From an optimization exercise on the open Yosys and OpenROAD flow, aimed at small area; shortcuts taken in it are not production practice.
The RTL was checked by simulation tests, not by an equivalence proof against the original design.
Power is estimated from default activity; no workload was simulated.

Design sound_top, start of the top module:
module sound_top (
	input  wire        clock,
	input  wire        reset,
	input  wire        ready,        
	input  wire [3:0]  game_state,
	input  wire        flash_busy,
	input  wire [7:0]  flash_data,
	output wire [22:0] flash_addr,
	output wire        flash_read,
	output logic       loaded,
	output logic [7:0] to_ac97_data
);
export LEC_CHECK = 0
export CAP_MARGIN = 20
export CORE_MARGIN = 2
export CORE_UTILIZATION = 60
export CTS_CLUSTER_DIAMETER = 120
export CTS_CLUSTER_SIZE = 30
export PLACE_DENSITY = 0.75
export SLEW_MARGIN = 20
export SYNTH_HIERARCHICAL = 1
create_clock -name core_clock -period 10.0 [get_ports {clock}]
standard.sh (not shown) runs the stock make flow with config.mk's settings and CLKGATE_MAP_FILE= SYNTH_SCRIPT=/design/flow/synth_recipe.tcl, a recipe that flattens the netlist after the stock synthesis.
==> flow/flow/run.sh <==
#!/bin/bash
# Own flow: the standard layout (standard.sh, unchanged synthesis) with
# - the port buffers made from the smallest buffer cell (buf_1),
# - clock tree synthesis with fixed sink clusters, no dummy balancing loads
#   and clkbuf_8 for the root and inner tree buffers.
# make's output goes to flow_make.log; ORFS keeps each step's log under orfs/logs.
set -euo pipefail
bash standard.sh \
	BUFFER_PORTS_ARGS="-buffer_cell sky130_fd_sc_hd__buf_1" \
	CTS_ARGS="-sink_clustering_enable -repair_clock_nets -sink_clustering_size 30 -sink_clustering_max_diameter 120 -dont_use_dummy_load -root_buf sky130_fd_sc_hd__clkbuf_8 -tree_buf sky130_fd_sc_hd__clkbuf_8" \
	finish > flow_make.log 2>&1
The first run went through all stages and came out clean.
Rerun with:
==> flow/flow/run.sh (replaced) <==
#!/bin/bash
# Own flow: the standard layout (standard.sh, unchanged synthesis) with the
# port buffers made from the smallest buffer cell, and clock tree synthesis
# without dummy balancing loads.
set -euo pipefail
bash standard.sh \
	BUFFER_PORTS_ARGS="-buffer_cell sky130_fd_sc_hd__buf_1" \
	CTS_ARGS="-sink_clustering_enable -repair_clock_nets -sink_clustering_size 30 -sink_clustering_max_diameter 120 -dont_use_dummy_load -root_buf sky130_fd_sc_hd__clkbuf_8 -tree_buf sky130_fd_sc_hd__clkbuf_8" \
	finish > flow_make.log 2>&1
=> Cell count stays the same. Sequential share of layout area is unchanged. Die area is unchanged. Final area does not change. Setup slack does not change. Sequential cell count stays the same. Non-clock buffer count is unchanged.
Rerun with:
--- a/flow/flow/run.sh
+++ b/flow/flow/run.sh
@@ -8 +8 @@
-	CTS_ARGS="-sink_clustering_enable -repair_clock_nets -sink_clustering_size 30 -sink_clustering_max_diameter 120 -dont_use_dummy_load -root_buf sky130_fd_sc_hd__clkbuf_8 -tree_buf sky130_fd_sc_hd__clkbuf_8" \
+	CTS_ARGS="-sink_clustering_enable -repair_clock_nets -sink_clustering_size 30 -sink_clustering_max_diameter 120 -dont_use_dummy_load" \
- CORE_UTILIZATION: 60 -> 50
- PLACE_DENSITY: 0.75 -> 0.65
Result:
- hold slack is better by 11 ps
- maximum frequency goes up by 0.91%
- combinational power goes down by about 1%
Rerun with:
==> flow/flow/run.sh (replaced) <==
#!/bin/bash
# Own flow: the standard layout (standard.sh, unchanged synthesis) with
# - the port buffers made from the smallest buffer cell (buf_1),
# - clock tree synthesis with fixed sink clusters, no dummy balancing loads
#   and clkbuf_8 for the root and inner tree buffers,
# - one tie cell for all the constant outputs (no per-load tie repair).
# make's output goes to flow_make.log; ORFS keeps each step's log under orfs/logs.
set -euo pipefail
bash standard.sh \
	BUFFER_PORTS_ARGS="-buffer_cell sky130_fd_sc_hd__buf_1" \
	CTS_ARGS="-sink_clustering_enable -repair_clock_nets -sink_clustering_size 30 -sink_clustering_max_diameter 120 -dont_use_dummy_load -root_buf sky130_fd_sc_hd__clkbuf_8 -tree_buf sky130_fd_sc_hd__clkbuf_8" \
	SKIP_REPAIR_TIE_FANOUT=1 \
	finish > flow_make.log 2>&1
- CORE_UTILIZATION: 50 -> 55
Effect:
- worst setup slack improves by 44 ps
- power decreases by 1.3%
- die area decreases by 8.9%
- register-to-register slack improves by 40 ps
- via count decreases by 1.2%

* * *

Another version of the RTL of sound_top (not shown whole).
Size in the first run: about 1000 cells after synthesis, ~49 I/O pins, roughly 15000 um^2 of cells after synthesis.
Design sound_top, start of the top module:
module sound_top (
	input  wire        clock,
	input  wire        reset,
	input  wire        ready,        
	input  wire [3:0]  game_state,
	input  wire        flash_busy,
	input  wire [7:0]  flash_data,
	output wire [22:0] flash_addr,
	output wire        flash_read,
	output logic       loaded,
	output logic [7:0] to_ac97_data
);
==> flow/config.mk <==
export PLATFORM = sky130hd
export DESIGN_NAME = sound_top
export DESIGN_NICKNAME = sound_top
export VERILOG_FILES = /design/flow/design.v
export SDC_FILE = /design/flow/constraint.sdc
export NUM_CORES = 4
export LEC_CHECK = 0
export CAP_MARGIN = 20
export CORE_MARGIN = 2
export CORE_UTILIZATION = 40
export SLEW_MARGIN = 20
export SYNTH_HIERARCHICAL = 1
==> flow/constraint.sdc <==
create_clock -name core_clock -period 10.0 [get_ports {clock}]
set_input_delay 2.0000 -clock core_clock [delete_from_list [all_inputs] [get_ports {clock}]]
set_output_delay 2.0000 -clock core_clock [all_outputs]
set_load 0.01 [all_outputs]
run.sh (not shown) runs the stock make flow with config.mk's settings and CLKGATE_MAP_FILE= SYNTH_SCRIPT=/design/flow/synth_recipe.tcl, a recipe that flattens the netlist after the stock synthesis.
Stock flow here: none of the scripts above is used.
The first run went through all stages and came out clean.
Change:
Settings changed: CTS_BUF_LIST set to sky130_fd_sc_hd__clkbuf_8.
After rerunning: Power goes down by 2.2%; hold slack is about the same; cell count increases by 2.8%; utilization hardly moves; final area stays flat; setup slack is worse by 54 ps; non-clock buffer count stays the same; first-iteration DRC count came out lower by 1.0%; fmax decreases by 0.67%; clock power goes down by about 6%.

* * *

== willow ==
sound_top with an RTL version that a note above also has.
Size: ~990 cells after synthesis, ~49 I/O pins, roughly 14000 um2 of cells after synthesis.
Settings: LEC_CHECK=0, CAP_MARGIN=20, CORE_MARGIN=2, CORE_UTILIZATION=55, CTS_CLUSTER_DIAMETER=120, CTS_CLUSTER_SIZE=30, PLACE_DENSITY=0.65, SLEW_MARGIN=20, SYNTH_HIERARCHICAL=1; clock period 10.0 ns.
standard.sh (not shown) runs the stock make flow with config.mk's settings and CLKGATE_MAP_FILE= SYNTH_SCRIPT=/design/flow/synth_recipe.tcl, a recipe that flattens the netlist after the stock synthesis.
==> flow/flow/run.sh <==
#!/bin/bash
# Own flow: the standard layout (standard.sh, unchanged synthesis) with
# - the port buffers made from the smallest buffer cell (buf_1),
# - clock tree synthesis with fixed sink clusters, no dummy balancing loads
#   and clkbuf_4 for the root and inner tree buffers,
# - one tie cell for all the constant outputs (no per-load tie repair).
# make's output goes to flow_make.log; ORFS keeps each step's log under orfs/logs.
set -euo pipefail
bash standard.sh \
	BUFFER_PORTS_ARGS="-buffer_cell sky130_fd_sc_hd__buf_1" \
	CTS_ARGS="-sink_clustering_enable -repair_clock_nets -sink_clustering_size 30 -sink_clustering_max_diameter 120 -dont_use_dummy_load -root_buf sky130_fd_sc_hd__clkbuf_4 -tree_buf sky130_fd_sc_hd__clkbuf_4" \
	SKIP_REPAIR_TIE_FANOUT=1 \
	finish > flow_make.log 2>&1
willow closes out successfully: all stages finished, all timing, DRC and antenna checks passed.
Changes in onyx relative to willow:
==> flow/flow/run.sh <==
#!/bin/bash
# Own flow: the standard layout (standard.sh, unchanged synthesis) with the
# port buffers made from the smallest buffer cell, and clock tree synthesis
# without dummy balancing loads.
set -euo pipefail
bash standard.sh \
	BUFFER_PORTS_ARGS="-buffer_cell sky130_fd_sc_hd__buf_1" \
	CTS_ARGS="-sink_clustering_enable -repair_clock_nets -sink_clustering_size 30 -sink_clustering_max_diameter 120 -dont_use_dummy_load -root_buf sky130_fd_sc_hd__clkbuf_8 -tree_buf sky130_fd_sc_hd__clkbuf_8" \
	SKIP_REPAIR_TIE_FANOUT=1 \
	finish > flow_make.log 2>&1
--- a/flow/config.mk
+++ b/flow/config.mk
@@ -9,6 +9,6 @@
 export CORE_MARGIN = 2
-export CORE_UTILIZATION = 55
+export CORE_UTILIZATION = 60
 export CTS_CLUSTER_DIAMETER = 120
 export CTS_CLUSTER_SIZE = 30
-export PLACE_DENSITY = 0.65
+export PLACE_DENSITY = 0.75
 export SLEW_MARGIN = 20
--- outcome ---
Per the final summary, onyx finished and its layout is clean on timing, DRC and antenna.
The routed wire length was comparable across willow and onyx.
onyx has post-place instance area below what willow had.
Going from willow to onyx, mean routed wirelength per cell shows an increase of 0.57 um, final cell count lower, design area ~0 delta.
Compare willow and onyx | post-layout total power higher: onyx
Diff willow -> onyx: core occupancy in the finished layout up 5.8 points; maximum cell stage delay along the critical path flat.
What pepper does differently from onyx at the input level:
==> flow/flow/run.sh <==
#!/bin/bash
# Own flow: the standard layout (standard.sh, unchanged synthesis) with
# - the port buffers made from the smallest buffer cell (buf_1),
# - clock tree synthesis with fixed sink clusters, no dummy balancing loads
#   and clkbuf_4 for the root and inner tree buffers,
# - one tie cell for all the constant outputs (no per-load tie repair).
# make's output goes to flow_make.log; ORFS keeps each step's log under orfs/logs.
set -euo pipefail
bash standard.sh \
	BUFFER_PORTS_ARGS="-buffer_cell sky130_fd_sc_hd__buf_1" \
	CTS_ARGS="-sink_clustering_enable -repair_clock_nets -sink_clustering_size 30 -sink_clustering_max_diameter 120 -dont_use_dummy_load -root_buf sky130_fd_sc_hd__clkbuf_4 -tree_buf sky130_fd_sc_hd__clkbuf_4" \
	SKIP_REPAIR_TIE_FANOUT=1 \
	finish > flow_make.log 2>&1
Results
Compared with onyx, in pepper number of vias in the routed layout now sits at about the same level, all-layer global routing usage now sits at about the same level. [compare] base=onyx new=pepper: switching fraction of total power up 0.15 points; fmax flat. pepper vs. onyx: switching power summed over all nets held, largest fanout on the critical path neither gained nor lost much.
Setup changes, pepper to zinc
--- a/flow/flow/run.sh
+++ b/flow/flow/run.sh
@@ -4,3 +4,3 @@
 # - clock tree synthesis with fixed sink clusters, no dummy balancing loads
-#   and clkbuf_4 for the root and inner tree buffers,
+#   and clkbuf_8 for the root and inner tree buffers,
 # - one tie cell for all the constant outputs (no per-load tie repair).
Results
Delta (zinc minus pepper): final core utilization was more or less identical; critical path depth was more or less identical.
Diff pepper..zinc | clock share of power | negligible
From pepper to zinc, power did not move at all.
Comparing zinc with pepper, the maximum frequency came out essentially unchanged.
For pepper and zinc, there was not a single run that failed to finish clean.
Re final worst-path setup slack: no difference whatsoever between zinc and pepper.
Sequential share of layout area came out exactly the same in pepper and zinc.
For sierra, these inputs were changed with respect to zinc:
==> flow/flow/run.sh <==
#!/bin/bash
# Own flow: the standard layout (standard.sh, unchanged synthesis) with the
# port buffers made from the smallest buffer cell, and clock tree synthesis
# without dummy balancing loads.
set -euo pipefail
bash standard.sh \
	BUFFER_PORTS_ARGS="-buffer_cell sky130_fd_sc_hd__buf_1" \
	CTS_ARGS="-sink_clustering_enable -repair_clock_nets -sink_clustering_size 30 -sink_clustering_max_diameter 120 -dont_use_dummy_load" \
	finish > flow_make.log 2>&1
Results
- sierra ends up with lower internal reg-to-reg setup slack than zinc does.
- Changes observed in sierra relative to zinc: clock network power consumption climbed 6.4%, area used by multi-input combinational logic grew by 54 um2, clock skew climbed 0.0058 ns.
- The final non-filler cell area of sierra exceeds that of zinc by about 0.7%.
- Going from zinc to sierra, reported leakage power increased by 1.3% relative to the old numbers, count of non-filler cells in the finished layout increased by 14 relative to the old numbers, sequential share of layout area decreased by 0.46 points relative to the old numbers.
- Compared to zinc, the routing of sierra uses less wire.
- Compared with zinc, sierra shows arrival time at the worst endpoint lower by 0.09 ns.
- Measured against each other, zinc and sierra differ in final period utilization, the lower figure coming from zinc.

[static timing again, ports no longer ideal]
How much do the figures lean on ideal ports? The routed layouts below were timed once more, with nothing changed but the port constraints. Step 1 assumes that a clkbuf_16 drives the clock port and a buf_2 every other input. Step 2 also shifts input and output timing later by t, the mid clock arrival at the registers, as if the neighbouring blocks saw the same clock. Slacks: ideal / step 1 / step 2; pairs: ideal / step 1.
| run | shift t [ns] | setup slack, ns | worst setup path at the end | worst data-port slew with drivers (ns) |
|---|---|---|---|---|
| the first run of note 1 | 0.579 | 2.038 / 2.038 / 2.038 | register to register | 0.05 |
| the second run of note 1 | 0.579 | 2.038 / 2.038 / 2.038 | register to register | 0.05 |
| the third run of note 1 | 0.536 | 2.110 / 2.110 / 2.110 | register to register | 0.04 |
| the fourth run of note 1 | 0.590 | 2.154 / 2.154 / 2.154 | register to register | 0.03 |
| the first run of note 2 | 0.598 | 1.971 / 1.971 / 1.971 | register to register | 0.04 |
| the second run of note 2 | 0.634 | 1.916 / 1.917 / 1.917 | register to register | 0.04 |
| willow | 0.740 | 2.127 / 2.127 / 2.127 | register to register | 0.03 |
| onyx | 0.597 | 2.215 / 2.215 / 2.215 | register to register | 0.05 |
| pepper | 0.756 | 2.207 / 2.207 / 2.207 | register to register | 0.05 |
| zinc | 0.756 | 2.207 / 2.207 / 2.207 | register to register | 0.05 |
| sierra | 0.525 | 2.038 / 2.038 / 2.038 | register to register | 0.05 |
After both steps every run listed still meets setup and hold.
